From an optimization exercise on the open Yosys and OpenROAD flow, aimed at small area, a short achievable clock period and few clock cycles per item; shortcuts taken in it are not production practice. Function was checked by simulation only, so behaviour that the tests miss may differ from the original.

==> v11 <==
Design ip_fragment_reorder_buffer, start of the top module:
module ip_fragment_reorder_buffer #(
    parameter int MAX_FRAGMENTS = frb_pkg::MaxFragDef,
    parameter int HANDLE_BITS   = frb_pkg::HandleBitsDef
) (
    input  logic                            i_clk,
    input  logic                            i_rst_n,
    input  logic                            i_s_tvalid,
    output logic                            o_s_tready,
    input  logic [frb_pkg::InDataBits-1:0]  i_s_tdata,
    output logic                            o_m_tvalid,
    input  logic                            i_m_tready,
    output logic [7:0]                      o_m_tdata,    
    output logic [1:0]                      o_m_tuser,    
    output logic                            o_m_tlast     
);
    logic [52:0] w_frag;
    frb_front u_front (
        .i_clk      (i_clk),
        .i_load     (o_s_tready && i_s_tvalid),
        .i_s_tdata  (i_s_tdata),
        .o_frag     (w_frag)
    );
    frb_back #(
        .MAX_FRAGMENTS (MAX_FRAGMENTS),
        .HANDLE_BITS   (HANDLE_BITS)
    ) u_back (
        .i_clk      (i_clk),
        .i_rst_n    (i_rst_n),
        .i_s_tvalid (i_s_tvalid),
        .o_s_tready (o_s_tready),
        .i_s_id     (i_s_tdata[15:0]),
        .i_frag     (w_frag),
        .o_m_tvalid (o_m_tvalid),
        .i_m_tready (i_m_tready),
        .o_m_tdata  (o_m_tdata),
        .o_m_tuser  (o_m_tuser),
  ...
Settings: LEC_CHECK=0, ABC_AREA=1, CAP_MARGIN=20, CORE_MARGIN=2, CORE_UTILIZATION=65, CTS_CLUSTER_DIAMETER=60, CTS_CLUSTER_SIZE=20, SLEW_MARGIN=20, SETUP_SLACK_MARGIN=7, BUFFER_PORTS_ARGS=-buffer_cell sky130_fd_sc_hd__buf_2; clock period 10.0 ns.
standard.sh (not shown) runs the stock make flow with config.mk's settings and CLKGATE_MAP_FILE= SYNTH_SCRIPT=/design/flow/synth_recipe.tcl, a recipe that flattens the netlist after the stock synthesis.
==> flow/flow/run.sh <==
#!/bin/bash
set -e
echo "export SETUP_SLACK_MARGIN = 7" >> config.mk
echo "export BUFFER_PORTS_ARGS = -buffer_cell sky130_fd_sc_hd__buf_2" >> config.mk
bash standard.sh > standard.log 2>&1
==> v5 (differences from v11) <==
--- a/flow/design.v
+++ b/flow/design.v
@@ -59,17 +59,16 @@
 module frb_back #(
     parameter int MAX_FRAGMENTS = frb_pkg::MaxFragDef,
     parameter int HANDLE_BITS   = frb_pkg::HandleBitsDef
 ) (
     input  logic            i_clk,
     input  logic            i_rst_n,
     input  logic            i_s_tvalid,
     output logic            o_s_tready,
-    input  logic [15:0]     i_s_id,       
     input  logic [52:0]     i_frag,
     output logic            o_m_tvalid,
     input  logic            i_m_tready,
     output logic [7:0]      o_m_tdata,    
     output logic [1:0]      o_m_tuser,    
     output logic            o_m_tlast     
 );
     localparam int N  = MAX_FRAGMENTS;
@@ -85,140 +84,153 @@
             for (int k = 0; k < 16; k = k + 2 * w) begin
                 g[k] = g[k + w] | (e[k + w] & g[k]);
                 e[k] = e[k + w] & e[k];
             end
         end
         gt13 = g[0];
     endfunction
     logic                   r_iv, r_qv, r_rdy;
-    logic [52:16]           r_q;
-    logic                   r_ideq0;      
+    logic [52:0]            r_q;
     logic [N-1:0]           r_ple;        
     logic                   r_ideq;       
     logic [12:0]            r_off [N];
     logic [12:0]            r_end [N];    
     logic [N-1:0]           r_ea;         
     logic [HANDLE_BITS-1:0] r_hd  [N];
     logic [N-1:0]           r_vld;
     logic [N-1:0]           r_lnk;
     logic                   r_lmf;
+    logic [15:0]            r_held_id;
     logic [1:0]             r_mode;
     logic [IW-1:0]          r_idx;
     logic                   r_ov, r_sv;
     logic [10:0]            r_ow, r_sw;
+    logic [15:0] w_id;
     logic [12:0] w_off;
     logic [12:0] w_nend;
     logic        w_nea, w_mf, w_off0;
     logic [7:0]  w_hd;
+    assign w_id   = r_q[15:0];
     assign w_off  = r_q[28:16];
     assign w_nend = r_q[41:29];
     assign w_nea  = r_q[42];
     assign w_mf   = r_q[43];
     assign w_hd   = r_q[51:44];
     assign w_off0 = r_q[52];
     logic [N-1:0] w_ge;       
     logic [N-1:0] w_at;       
     logic [N-1:0] w_pred;     
-    logic [N-1:0] w_peq;      
-    logic [N-1:0] w_seq;      
+    logic [12:0]  w_pend;     
+    logic         w_pea;      
+    logic [12:0]  w_soff;     
     logic         w_has_succ;
     logic         w_pl, w_sl, w_others, w_lmf, w_complete;
     always_comb begin
         w_ge = r_ple & r_vld;
         for (int i = 0; i < N; i++) begin
             w_at[i]   = ((i == 0) ? 1'b1 : w_ge[(i > 0) ? i - 1 : 0]) && !w_ge[i];
             w_pred[i] = w_ge[i] && ((i == N - 1) ? 1'b1 : !w_ge[(i < N - 1) ? i + 1 : 0]);
         end
+        w_pend = '0;
+        w_pea  = 1'b0;
+        w_soff = '0;
         for (int i = 0; i < N; i++) begin
-            w_peq[i] = r_ea[i] && (r_end[i] == w_off);
-            w_seq[i] = r_off[i] == w_nend;
+            w_pend = w_pend | (w_pred[i] ? r_end[i] : 13'd0);
+            w_pea  = w_pea | (w_pred[i] && r_ea[i]);
+            w_soff = w_soff | ((w_at[i] && r_vld[i]) ? r_off[i] : 13'd0);
         end
         w_has_succ = |(w_at & r_vld);
-        w_pl = w_ge[0] ? |(w_pred & w_peq) : w_off0;
-        w_sl = w_nea && |(w_at & r_vld & w_seq);
+        w_pl = w_ge[0] ? (w_pea && w_pend == w_off) : w_off0;
+        w_sl = w_nea && w_soff == w_nend;
         w_others = &(~r_vld | r_lnk | w_at);
         w_lmf = w_has_succ ? r_lmf : w_mf;
         w_complete = w_pl && (!w_has_succ || w_sl) && w_others && !w_lmf;
     end
     logic         w_emit;
-    logic [10:0]  w_word_nc;    
-    logic [10:0]  w_word_c;     
-    logic         w_ins, w_cf, w_flush_nc;
-    logic [1:0]   n_mode_nc, n_mode;
+    logic [10:0]  w_word;
+    logic         w_ins, w_flush;
+    logic [1:0]   n_mode;
     logic [IW-1:0] n_idx;
     logic         w_idx_last;
     logic         w_diff;
     assign w_idx_last = (r_idx == IW'(N - 1)) || !r_vld[r_idx + IW'(1)];
     assign w_diff     = r_vld[0] && !r_ideq;
-    assign w_cf       = w_ins && w_complete;
-    assign w_word_c   = {!r_vld[0], frb_pkg::ACT_RELEASE, w_ge[0] ? r_hd[0] : w_hd};
-    assign n_mode     = (w_cf && r_vld[0]) ? ModeRel : n_mode_nc;
-    assign n_idx      = r_sv ? r_idx : ((r_mode == ModeNew) ? IW'(1) : r_idx + IW'(1));
     always_comb begin
-        w_emit     = 1'b0;
-        w_word_nc  = '0;
-        w_ins      = 1'b0;
-        w_flush_nc = 1'b0;
-        n_mode_nc  = r_mode;
+        w_emit  = 1'b0;
+        w_word  = '0;
+        w_ins   = 1'b0;
+        w_flush = 1'b0;
+        n_mode  = r_mode;
+        n_idx   = r_idx;
         if (!r_sv) begin
             case (r_mode)
                 ModeRel: begin
-                    w_emit    = 1'b1;
-                    w_word_nc = {w_idx_last, frb_pkg::ACT_RELEASE, r_hd[r_idx]};
+                    w_emit = 1'b1;
+                    w_word = {w_idx_last, frb_pkg::ACT_RELEASE, r_hd[r_idx]};
+                    n_idx  = r_idx + IW'(1);
                     if (w_idx_last) begin
-                        w_flush_nc = 1'b1;
-                        n_mode_nc  = ModeNew;
+                        w_flush = 1'b1;
+                        n_mode  = ModeNew;
                     end
                 end
                 ModeDis: begin
-                    w_emit    = 1'b1;
-                    w_word_nc = {1'b0, frb_pkg::ACT_DISCARD, r_hd[r_idx]};
+                    w_emit = 1'b1;
+                    w_word = {1'b0, frb_pkg::ACT_DISCARD, r_hd[r_idx]};
+                    n_idx  = r_idx + IW'(1);
                     if (w_idx_last) begin
-                        w_flush_nc = 1'b1;
-                        n_mode_nc  = ModeNew;
+                        w_flush = 1'b1;
+                        n_mode  = ModeNew;
                     end
                 end
                 default: begin
                     if (r_qv) begin
                         w_emit = 1'b1;
                         if (w_diff) begin
-                            w_word_nc = {1'b0, frb_pkg::ACT_DISCARD, r_hd[0]};
+                            w_word = {1'b0, frb_pkg::ACT_DISCARD, r_hd[0]};
+                            n_idx  = IW'(1);
                             if (!r_vld[1]) begin
-                                w_flush_nc = 1'b1;
+                                w_flush = 1'b1;
                             end else begin
-                                n_mode_nc = ModeDis;
+                                n_mode = ModeDis;
                             end
                         end else if (r_vld[N-1]) begin
-                            w_word_nc = {1'b1, frb_pkg::ACT_REJECT, w_hd};
+                            w_word  = {1'b1, frb_pkg::ACT_REJECT, w_hd};
                         end else begin
-                            w_ins     = 1'b1;
-                            w_word_nc = {1'b1, frb_pkg::ACT_HELD, w_hd};
+                            w_ins   = 1'b1;
+                            if (!w_complete) begin
+                                w_word = {1'b1, frb_pkg::ACT_HELD, w_hd};
+                            end else if (!r_vld[0]) begin
+                                w_word  = {1'b1, frb_pkg::ACT_RELEASE, w_hd};
+                                w_flush = 1'b1;
+                            end else begin
+                                w_word = {1'b0, frb_pkg::ACT_RELEASE,
+                                          w_ge[0] ? r_hd[0] : w_hd};
+                                n_idx  = IW'(1);
+                                n_mode = ModeRel;
+                            end
                         end
                     end
                 end
             endcase
         end
     end
     logic         w_oload;      
     logic         w_load;       
     logic         n_sv;
-    logic [N-1:0] n_vld_nc, n_vld;
-    logic         n_iv, n_qv, n_ideq, n_rdy, w_cond_nc, w_cond;
+    logic [N-1:0] n_vld;
+    logic         n_iv, n_qv, n_ideq, n_rdy;
     logic [N-1:0] w_cle, n_ple;
     logic         w_dle;
-    assign w_oload  = !r_ov || i_m_tready;
-    assign n_sv     = !w_oload && (r_sv || w_emit);
-    assign n_vld_nc = w_flush_nc ? '0 : (w_ins ? {r_vld[N-2:0], 1'b1} : r_vld);
-    assign n_vld    = (w_cf && !r_vld[0]) ? '0 : n_vld_nc;
-    assign w_load   = !r_qv || (r_mode == ModeNew && !r_sv && !w_diff);
-    assign n_iv     = r_rdy ? i_s_tvalid : (r_iv && !w_load);
-    assign n_qv     = w_load ? r_iv : 1'b1;
-    assign w_cond   = w_cf ? (!r_vld[0] && !n_sv) : w_cond_nc;
-    assign n_rdy    = !n_iv || !n_qv || w_cond;
+    assign w_oload = !r_ov || i_m_tready;
+    assign n_sv    = !w_oload && (r_sv || w_emit);
+    assign n_vld   = w_flush ? '0 : (w_ins ? {r_vld[N-2:0], 1'b1} : r_vld);
+    assign w_load  = !r_qv || (r_mode == ModeNew && !r_sv && !w_diff);
+    assign n_iv    = r_rdy ? i_s_tvalid : (r_iv && !w_load);
+    assign n_qv    = w_load ? r_iv : 1'b1;
     always_comb begin
         for (int i = 0; i < N; i++) begin
             w_cle[i]  = !gt13(r_off[i], i_frag[28:16]);
         end
         w_dle  = !gt13(w_off, i_frag[28:16]);
         for (int i = 0; i < N; i++) begin
             if (w_ins && !w_ge[i]) begin
                 if (w_at[i]) begin
@@ -226,21 +238,25 @@
                 end else begin
                     n_ple[i]  = w_cle[(i > 0) ? i - 1 : 0];
                 end
             end else begin
                 n_ple[i]  = w_cle[i];
             end
         end
         if (w_load) begin
-            n_ideq = r_ideq0;
+            if (w_ins && !r_vld[0]) begin
+                n_ideq = i_frag[15:0] == w_id;
+            end else begin
+                n_ideq = i_frag[15:0] == r_held_id;
+            end
         end else begin
             n_ideq = r_ideq;
         end
-        w_cond_nc = n_mode_nc == ModeNew && !n_sv && (!n_vld_nc[0] || n_ideq);
+        n_rdy = !n_iv || !n_qv || (n_mode == ModeNew && !n_sv && (!n_vld[0] || n_ideq));
     end
     always_ff @(posedge i_clk) begin
         if (!i_rst_n) begin
             r_iv   <= 1'b0;
             r_qv   <= 1'b0;
             r_rdy  <= 1'b1;
             r_mode <= ModeNew;
             r_vld  <= '0;
@@ -254,33 +270,31 @@
             r_vld  <= n_vld;
             if (w_oload) begin
                 r_ov <= r_sv || w_emit;
             end
             r_sv   <= n_sv;
         end
     end
     always_ff @(posedge i_clk) begin
-        if (w_load && r_iv) begin
-            r_q    <= i_frag[52:16];
+        if (w_load) begin
+            r_q    <= i_frag;
             r_ple  <= n_ple;
         end
         r_ideq <= n_ideq;
-        if (r_rdy && i_s_tvalid) begin
-            r_ideq0 <= i_s_id == i_frag[15:0];
-        end
         r_idx  <= n_idx;
         if (w_oload) begin
-            r_ow <= w_cf ? w_word_c : (r_sv ? r_sw : w_word_nc);
+            r_ow <= r_sv ? r_sw : w_word;
         end
         if (w_emit) begin
-            r_sw <= w_cf ? w_word_c : w_word_nc;
+            r_sw <= w_word;
         end
-        if (w_ins && !w_has_succ) begin
-            r_lmf <= w_mf;
+        if (w_ins) begin
+            if (!r_vld[0]) r_held_id <= w_id;
+            if (!w_has_succ) r_lmf <= w_mf;
         end
     end
     always_ff @(posedge i_clk) begin
         for (int i = 0; i < N; i++) begin
             if (w_ins && !w_ge[i]) begin
                 if (w_at[i]) begin
                     r_off[i] <= w_off;
                     r_end[i] <= w_nend;
@@ -315,29 +329,28 @@
     input  logic                            i_m_tready,
     output logic [7:0]                      o_m_tdata,    
     output logic [1:0]                      o_m_tuser,    
     output logic                            o_m_tlast     
 );
     logic [52:0] w_frag;
     frb_front u_front (
         .i_clk      (i_clk),
-        .i_load     (o_s_tready && i_s_tvalid),
+        .i_load     (o_s_tready),
         .i_s_tdata  (i_s_tdata),
         .o_frag     (w_frag)
     );
     frb_back #(
         .MAX_FRAGMENTS (MAX_FRAGMENTS),
         .HANDLE_BITS   (HANDLE_BITS)
     ) u_back (
         .i_clk      (i_clk),
         .i_rst_n    (i_rst_n),
         .i_s_tvalid (i_s_tvalid),
         .o_s_tready (o_s_tready),
-        .i_s_id     (i_s_tdata[15:0]),
         .i_frag     (w_frag),
         .o_m_tvalid (o_m_tvalid),
         .i_m_tready (i_m_tready),
         .o_m_tdata  (o_m_tdata),
         .o_m_tuser  (o_m_tuser),
         .o_m_tlast  (o_m_tlast)
     );
 endmodule
==> flow/flow/run.sh (replaced) <==
#!/bin/bash
set -e
echo "export SETUP_SLACK_MARGIN = 7" >> config.mk
bash standard.sh > standard.log 2>&1
==> flow/config.mk (replaced) <==
export PLATFORM = sky130hd
export DESIGN_NAME = ip_fragment_reorder_buffer
export DESIGN_NICKNAME = ip_fragment_reorder_buffer
export VERILOG_FILES = /design/flow/design.v
export SDC_FILE = /design/flow/constraint.sdc
export NUM_CORES = 4
export LEC_CHECK = 0
export ABC_AREA = 1
export CAP_MARGIN = 20
export CORE_MARGIN = 2
export CORE_UTILIZATION = 65
export SLEW_MARGIN = 20
export SETUP_SLACK_MARGIN = 7
==> comparison <==
- Die area: v11 is higher than v5 (3.0%).
- Between v5 and v11, the lower fmax is in v5 (gap 8.2%, measured against v11).
- Against v5, the flip-flop and latch count of v11 is lower by 32.
- Against v5, the synthesized cell count of v11 is larger by 11%.
- Between v11 and v5, the lower clock skew is in v5 (gap 17 ps).
- Count of clock-buffer cells in the layout: v5 is higher than v11 (38).
- Between v11 and v5, the lower final cell count is in v5 (gap 5.7%, measured against v5).
Testbench counts of v11, summed over its fixed seeds: cycles 17,446, items 9,628.
Testbench counts of v5, summed over its fixed seeds: cycles 17,446, items 9,628.

-- static timing again, ports no longer ideal --
How much do the figures lean on ideal ports? The routed layouts below were timed once more, with nothing changed but the port constraints.
Step 1, drivers: a clkbuf_16 drives i_clk and a buf_2 each remaining input, both assumed.
Step 2 also shifts input and output timing later by t, the mid clock arrival at the registers, as if the neighbouring blocks saw the same clock.
Three values: no drivers, after step 1, after step 2; two values: the first two.
run | shift t [ns] | setup slack, ns | worst setup path at the end | clock arrival spread, ns
v11 | 0.714 | 6.814 / 6.748 / 6.591 | input to register | 0.036 / 0.037
v5 | 0.726 | 6.531 / 6.531 / 6.519 | input to register | 0.019 / 0.019
After both steps every run listed still meets setup and hold. For v11, which loses most, drivers alone change the setup slack by -0.066 ns; drivers and shift together by -0.223 ns.
